Source: an optimization exercise on an open RTL-to-GDS flow (aim: small area). Production flows keep margins and buffers that such runs may drop. Function not checked in this run: the RTL went through the layout flow alone. No activity file was given, so power comes from the tool's default toggle rates.

File: design/flow/config.mk
export PLATFORM = sky130hd
export DESIGN_NAME = axi_mem
export DESIGN_NICKNAME = axi_mem
export VERILOG_FILES = /design/flow/design.v
export SDC_FILE = /design/flow/constraint.sdc
export NUM_CORES = 4
export LEC_CHECK = 0
export CAP_MARGIN = 20
export CORE_MARGIN = 2
export CORE_UTILIZATION = 40
export SLEW_MARGIN = 20
File: design/flow/constraint.sdc
create_clock -name core_clock -period 6.0 [get_ports {aclk}]
set_input_delay 1.2000 -clock core_clock [delete_from_list [all_inputs] [get_ports {aclk}]]
set_output_delay 1.2000 -clock core_clock [all_outputs]
set_load 0.01 [all_outputs]
File: design/flow/design.v
`timescale 1ns/10ps
`default_nettype none
module axi_mem (
  input  wire        aclk,
  input  wire        arstn,
  input  wire [3:0]  arid,
  input  wire [31:0] araddr,
  input  wire [3:0]  arlen,
  input  wire [2:0]  arsize,
  input  wire        arvalid,
  output wire        arready,
  input  wire [3:0]  awid,
  input  wire [31:0] awaddr,
  input  wire [3:0]  awlen,
  input  wire [2:0]  awsize,
  input  wire        awvalid,
  output wire        awready,
  input  wire [31:0] wdata,
  input  wire [3:0]  wstrb,
  input  wire        wlast,
  input  wire        wvalid,
  output wire        wready,
  output wire [3:0]  rid,
  output wire [31:0] rdata,
  output wire [1:0]  rresp,
  output wire        rlast,
  output wire        rvalid,
  input  wire        rready,
  output wire [3:0]  bid,
  output wire [1:0]  bresp,
  output wire        bvalid,
  input  wire        bready
);
  logic       rd_busy;
  logic [3:0] rd_rem;      
  logic [3:0] rd_id;
  logic [6:0] rd_lo;
  logic [1:0] rd_sz;
  logic       rd_in_hi, rd_wrap_hi;
  logic       rd_hold;
  logic [31:0] rd_hold_q;
  wire ar_hs = arvalid && !rd_busy;
  wire r_hs  = rd_busy && rready;
  wire rd_last = rd_rem == 4'd0;
  wire rd_err  = !rd_in_hi || (rd_sz[0] && rd_lo == 7'h7f) ||
                 (rd_sz[1] && rd_lo[6:2] == 5'h1f && rd_lo[1:0] != 2'b00);
  wire [7:0] rd_next = {1'b0, rd_lo} + (8'd1 << rd_sz);
  always_ff @(posedge aclk or negedge arstn) begin
    if (!arstn) rd_busy <= 1'b0;
    else if (ar_hs) rd_busy <= 1'b1;
    else if (r_hs && rd_last) rd_busy <= 1'b0;
  end
  always_ff @(posedge aclk) begin
    if (ar_hs) begin
      rd_rem     <= arlen;
      rd_id      <= arid;
      rd_lo      <= araddr[6:0];
      rd_sz      <= arsize[1:0];
      rd_in_hi   <= arsize <= 3'd2 && araddr[31:7] == 25'd0;
      rd_wrap_hi <= arsize <= 3'd2 && &araddr[31:7];
    end else if (r_hs && !rd_last) begin
      rd_rem <= rd_rem - 4'd1;
      rd_lo  <= rd_next[6:0];
      if (rd_next[7]) rd_in_hi <= rd_wrap_hi;
    end
  end
  logic       wr_busy;     
  logic       wr_resp;     
  logic [3:0] wr_rem;
  logic [3:0] wr_id;
  logic [6:0] wr_lo;
  logic [1:0] wr_sz;
  logic       wr_in_hi, wr_wrap_hi;
  logic       wr_bad;      
  wire aw_hs = awvalid && !wr_busy && !wr_resp;
  wire w_hs  = wvalid && wr_busy;
  wire b_hs  = wr_resp && bready;
  wire wr_last = wr_rem == 4'd0;
  wire wr_err  = !wr_in_hi || (wr_sz[0] && wr_lo == 7'h7f) ||
                 (wr_sz[1] && wr_lo[6:2] == 5'h1f && wr_lo[1:0] != 2'b00);
  wire [7:0] wr_next = {1'b0, wr_lo} + (8'd1 << wr_sz);
  always_ff @(posedge aclk or negedge arstn) begin
    if (!arstn) begin
      wr_busy <= 1'b0;
      wr_resp <= 1'b0;
    end else begin
      if (aw_hs) wr_busy <= 1'b1;
      else if (w_hs && wr_last) wr_busy <= 1'b0;
      if (w_hs && wr_last) wr_resp <= 1'b1;
      else if (b_hs) wr_resp <= 1'b0;
    end
  end
  always_ff @(posedge aclk) begin
    if (aw_hs) begin
      wr_rem     <= awlen;
      wr_id      <= awid;
      wr_lo      <= awaddr[6:0];
      wr_sz      <= awsize[1:0];
      wr_in_hi   <= awsize <= 3'd2 && awaddr[31:7] == 25'd0;
      wr_wrap_hi <= awsize <= 3'd2 && &awaddr[31:7];
      wr_bad     <= 1'b0;
    end else if (w_hs) begin
      wr_bad <= wr_bad || wr_err || (wlast != wr_last);
      if (!wr_last) begin
        wr_rem <= wr_rem - 4'd1;
        wr_lo  <= wr_next[6:0];
        if (wr_next[7]) wr_in_hi <= wr_wrap_hi;
      end
    end
  end
  logic [3:0] wr_size_mask, wr_lanes;
  always_comb begin
    case (wr_sz)
      2'd0:    wr_size_mask = 4'b0001;
      2'd1:    wr_size_mask = 4'b0011;
      default: wr_size_mask = 4'b1111;
    endcase
  end
  assign wr_lanes = wr_size_mask << wr_lo[1:0];
  wire [3:0] wr_be = {4{w_hs && !wr_err}} & wr_lanes & wstrb;
  logic [31:0] rd_or [33];
  always_ff @(posedge aclk) begin
    rd_hold   <= rd_busy && !rready;
    rd_hold_q <= rdata;
  end
  wire rd_live = !rd_hold && !rd_err;
  assign rd_or[0] = {32{rd_hold}} & rd_hold_q;
  for (genvar j = 0; j < 32; j++) begin : g_word
    wire wsel = wr_lo[6:2] == j;
    wire rsel = rd_live && rd_lo[6:2] == j;
    logic [31:0] word;
    for (genvar i = 0; i < 4; i++) begin : g_lane
      always_ff @(posedge aclk) begin
        if (wsel && wr_be[i]) word[8*i +: 8] <= wdata[8*i +: 8];
      end
    end
    assign rd_or[j+1] = rd_or[j] | ({32{rsel}} & word);
  end
  assign arready = !rd_busy;
  assign rvalid  = rd_busy;
  assign rid     = rd_id;
  assign rdata   = rd_or[32];
  assign rresp   = {rd_err, 1'b0};
  assign rlast   = rd_last;
  assign awready = !wr_busy && !wr_resp;
  assign wready  = wr_busy;
  assign bvalid  = wr_resp;
  assign bid     = wr_id;
  assign bresp   = {wr_bad, 1'b0};
endmodule
`default_nettype wire
File: design/flow/run.sh
#!/bin/bash
# synth_recipe.tcl (not shown) runs the flow's synth.tcl, then flattens the netlist and writes it again
# the make line also repeats each setting of config.mk as NAME=value (left out here)
make -C /OpenROAD-flow-scripts/flow DESIGN_CONFIG=/design/flow/config.mk WORK_HOME=/design/flow/orfs CLKGATE_MAP_FILE= SYNTH_SCRIPT=/design/flow/synth_recipe.tcl finish
==> notes.md <==
drc violations=0; CP max-delay cell=nand3_1; top cells by area, synth=edfxtp_1, mux2i_1, a22oi_1, nor2_1, dfxtp_1; reg2reg setup slack=between 1.5 and 2 ns; SO Viols=setup timing; routed vias/inst=just over 6; Setup crit start kind=flip-flop; Synth area leader=edfxtp_1; Core Rows=119; top cell type's share of synthesized area=0.746; P_int=14.1 mW; share of layout cells above drive strength 1=0.122; worst slew pin tran=around 1.2 ns; worst path bufs/invs=1; GR Overflow Total=0; max-slew violations=0; Post-DP Area=46,600 µm²; clock buffers created by TritonCTS=108; critical path arrival=around 4.8 ns; Power Density=406 nW/µm²; WP data required=4.80 ns; Crit path max-delay family=simple AND/OR/NAND/NOR gates; wire length per cell=32.5 µm; number of global-route vias before repair=between 20,000 and 30,000; number of max-cap violations=0; period utilisation layout=1.01; CP Capture Type=primary output; Placer Congestion=0.994; Vias=27,300; Compound-Gate Fraction of Synth Area=0.104; Root Driver=clkbuf_16; CTS clk-pin slew, worst paths=about 0.060 ns; Setup CP Type=reg2out; Avg Cell Area, Syn=16.1 µm²; Clock Path Buffers=3; Final WS setup=-0.0436 ns; Adder-Cell Fraction of Synth Area=0.00386; YS warnings=2; Post-synth EDFFs=1,062; leakage=16.0 nW; Sw Share=0.306; number of I/O port buffers=~180; CTS sink count=1,099; fin crit period=6.04 ns; initial antenna violation count=7; Post-synth ARST share=0.00273; height of the die=331 µm; Setup-failing EPs final=1; Logic pwr share=0.230; slowest cell delay on critical path=0.87 ns; Clk pwr share=0.328; count leader, synth=edfxtp_1; DRT antenna net count=0; die area=109,000 µm²; status=finished with violations; Fmax=between 150 and 200 MHz; RSZ-0062 raised after global routing=no; simple-gate share of the synthesized area=0.0663; Core ar.=106,000 µm²; sw power=around 6.2 mW; register area share after synthesis=0.764; DP Wirelength=97,600 µm; Clock Latency Late Sink=0.69 ns; Synth Area in XOR/XNOR=0.00307; IO Pins=180; drt pass-1 iters=8; Yosys reg bits=1,099; Post-synth top cells=edfxtp_1, nor2_1, a22oi_1; Die X=between 300 and 400 µm; Hold WC Path Type=reg2reg; slew margin rel.=0.181; mux cell area share after synthesis=0.0403; cells along the critical path=nor2b_1 -> nand3_1 -> o21ai_0 -> nor4_1 -> nand4_1 -> clkdlybuf4s50_1; GRT Overall Usage=0.259; Post-synth top flop=edfxtp_1; Net count, final=approximately 3,100; Post-CTS Repair Setup Buffers=0; post-layout util=0.474; sequential power share=0.442; post-synthesis cell type count=77; cell area after layout=50,100 µm²; Initial Util=0.405; DRT Wirelength=143,000 µm; TritonCTS clock tree=done; Peak VDD IR=0.256 mV; area delta synth->final=17.1%; first-pass GRT wire length=198,000 µm; main combinational cell family by area after synthesis=compound AO/OA/AOI/OAI gates; Mapped Area=roughly 43,000 µm²; critical path peak fanout=21; Post-Synthesis Cells=approximately 2,700; Final Hold Viols=0; Iter 0 DRT Violations=3,920; largest net degree at the start of global routing=51; H-tree depth=3; # fillers=8,888; Final Skew=0.0307 ns
## power groups by stage
stage | Clock, mW | Sequential (mW) | Combinational (mW)
final | 6.66 | 9.00 | 4.68
after global routing | 6.98 | 9.01 | 4.81
after CTS | 6.70 | 8.98 | 4.56
after detailed placement | 0 | 9.14 | 4.53
after global placement | 0 | 9.13 | 4.48
after floorplan | 0 | 8.99 | 2.54
## worst paths after layout
kind / cells after the start / startpoint / endpoint
max: 6 / rd_in_hi / rdata[22]
min: 2 / wr_bad / wr_bad
max reg2reg: 7 / wr_lo[6] / g_word[28].word[0]
min reg2reg: 2 / wr_bad / wr_bad
max in group asynchronous: 1 / arstn / rd_busy
min in group asynchronous: 1 / arstn / wr_resp
## sequential cells by signal, indices dropped and copies added, names as in the netlist, 2 cells and up
| name | cells |
|---|---|
| wr_sz | 2 |
| g_word.word | 1024 |
| rd_hold_q | 32 |
| rd_rem | 4 |
| wr_lo | 7 |
| rd_sz | 2 |
| wr_id | 4 |
| rd_id | 4 |
| wr_rem | 4 |
| rd_lo | 7 |
## layout by cell type, fill, tap and decap left out, types with 21 or more instances in the layout
cell type,instances
nor2b_1,21
nand3_1,46
clkbuf_16,111
a32oi_1,25
o2bb2ai_1,23
clkinv_2,23
a221oi_1,27
clkdlybuf4s50_1,164
nand4_1,33
nor4_1,22
mux2i_1,152
nand2_1,122
edfxtp_1,1062
nor2_1,219
buf_4,128
clkinv_1,21
o21ai_0,47
a21oi_1,81
a22oi_1,182
a22o_1,35
o22ai_1,53
dfxtp_1,33
## routing by layer
layer	wire (µm)	vias up	global-route usage	part of all wire
li1	-	11200	-	-
met1	52200	13800	0.328	0.36
met2	66400	1913	0.410	0.46
met3	16600	403	0.0689	0.12
met4	7770	4	0.130	0.054
met5	26	-	0	0.00018
## what timing repair did
item                       in CTS  in global routing
hold buffers                    0                  0
setup endpoints to repair       0                  7
gates resized for setup         0                  3
## worst reg2reg max path: stages (launching register included)
cell and delay, ns:
edfxtp_1 0.68, and3_1 0.38, nand3_1 0.17, o2111a_1 0.28, and2_1 0.21, nand3b_1 0.66
buf_4 0.50, nor2_1 0.90
## cell type report
cell class              instances  area, µm²  area share
flip-flops and latches       1099      32600       0.652
multi-input cells            1389       9410       0.188
clock buffers                 135       2910      0.0581
repair buffers                309       2730      0.0544
well taps                    1391       1740      0.0348
clock inverters                66        567      0.0113
inverters                      15       60.1     0.00120
diodes                          2       5.00    0.000100
## kinds of logic after synthesis
group           count (synthesis)
flops                        1099
compound gates                601
simple gates                  589
mux                           170
buf+inv                       168
xor+xnor                       15
fa+ha+maj                      12
other cells                     1
## metrics by stage
step | setup TNS, ns | instances | power (mW) | worst slack, ns | hold slack [ns]
after detailed placement | 0 | 4201 | 13.7 | 0.824 | 0.492
after global placement | 0 | 4200 | 13.6 | 0.850 | 0.459
after CTS | 0 | 4402 | 20.2 | 0.0746 | 0.512
final | -0.0436 | 4406 | 20.3 | -0.0436 | 0.502
after global routing | 0 | 4404 | 20.8 | 0.0673 | 0.541
after floorplan | 0 | 2656 | 11.5 | 2.71 | 0.438

separate check: timing with driven ports:
How much do the figures lean on ideal ports? The routed layout below was timed once more, with nothing changed but the port constraints. Step 1 sets driving cells, clkbuf_16 on the clock port and buf_2 on the other inputs (assumed; they add their load-dependent delay and slew). Step 2 moves the port delays by t, midway between the first and last clock arrival at a register: inputs arrive t later, outputs are due t later. That takes back most of the time a late clock gives input paths. Three values: ideal ports, drivers, drivers and shift; two values: the first two.
shift t [ns]: 0.748
slack for setup (ns): -0.044 / -0.110 / 0.637
worst register clock-pin slew, ns: 0.07 / 0.07
The setup slack of this run moves by -0.066 ns with the drivers and by +0.681 ns with both steps.
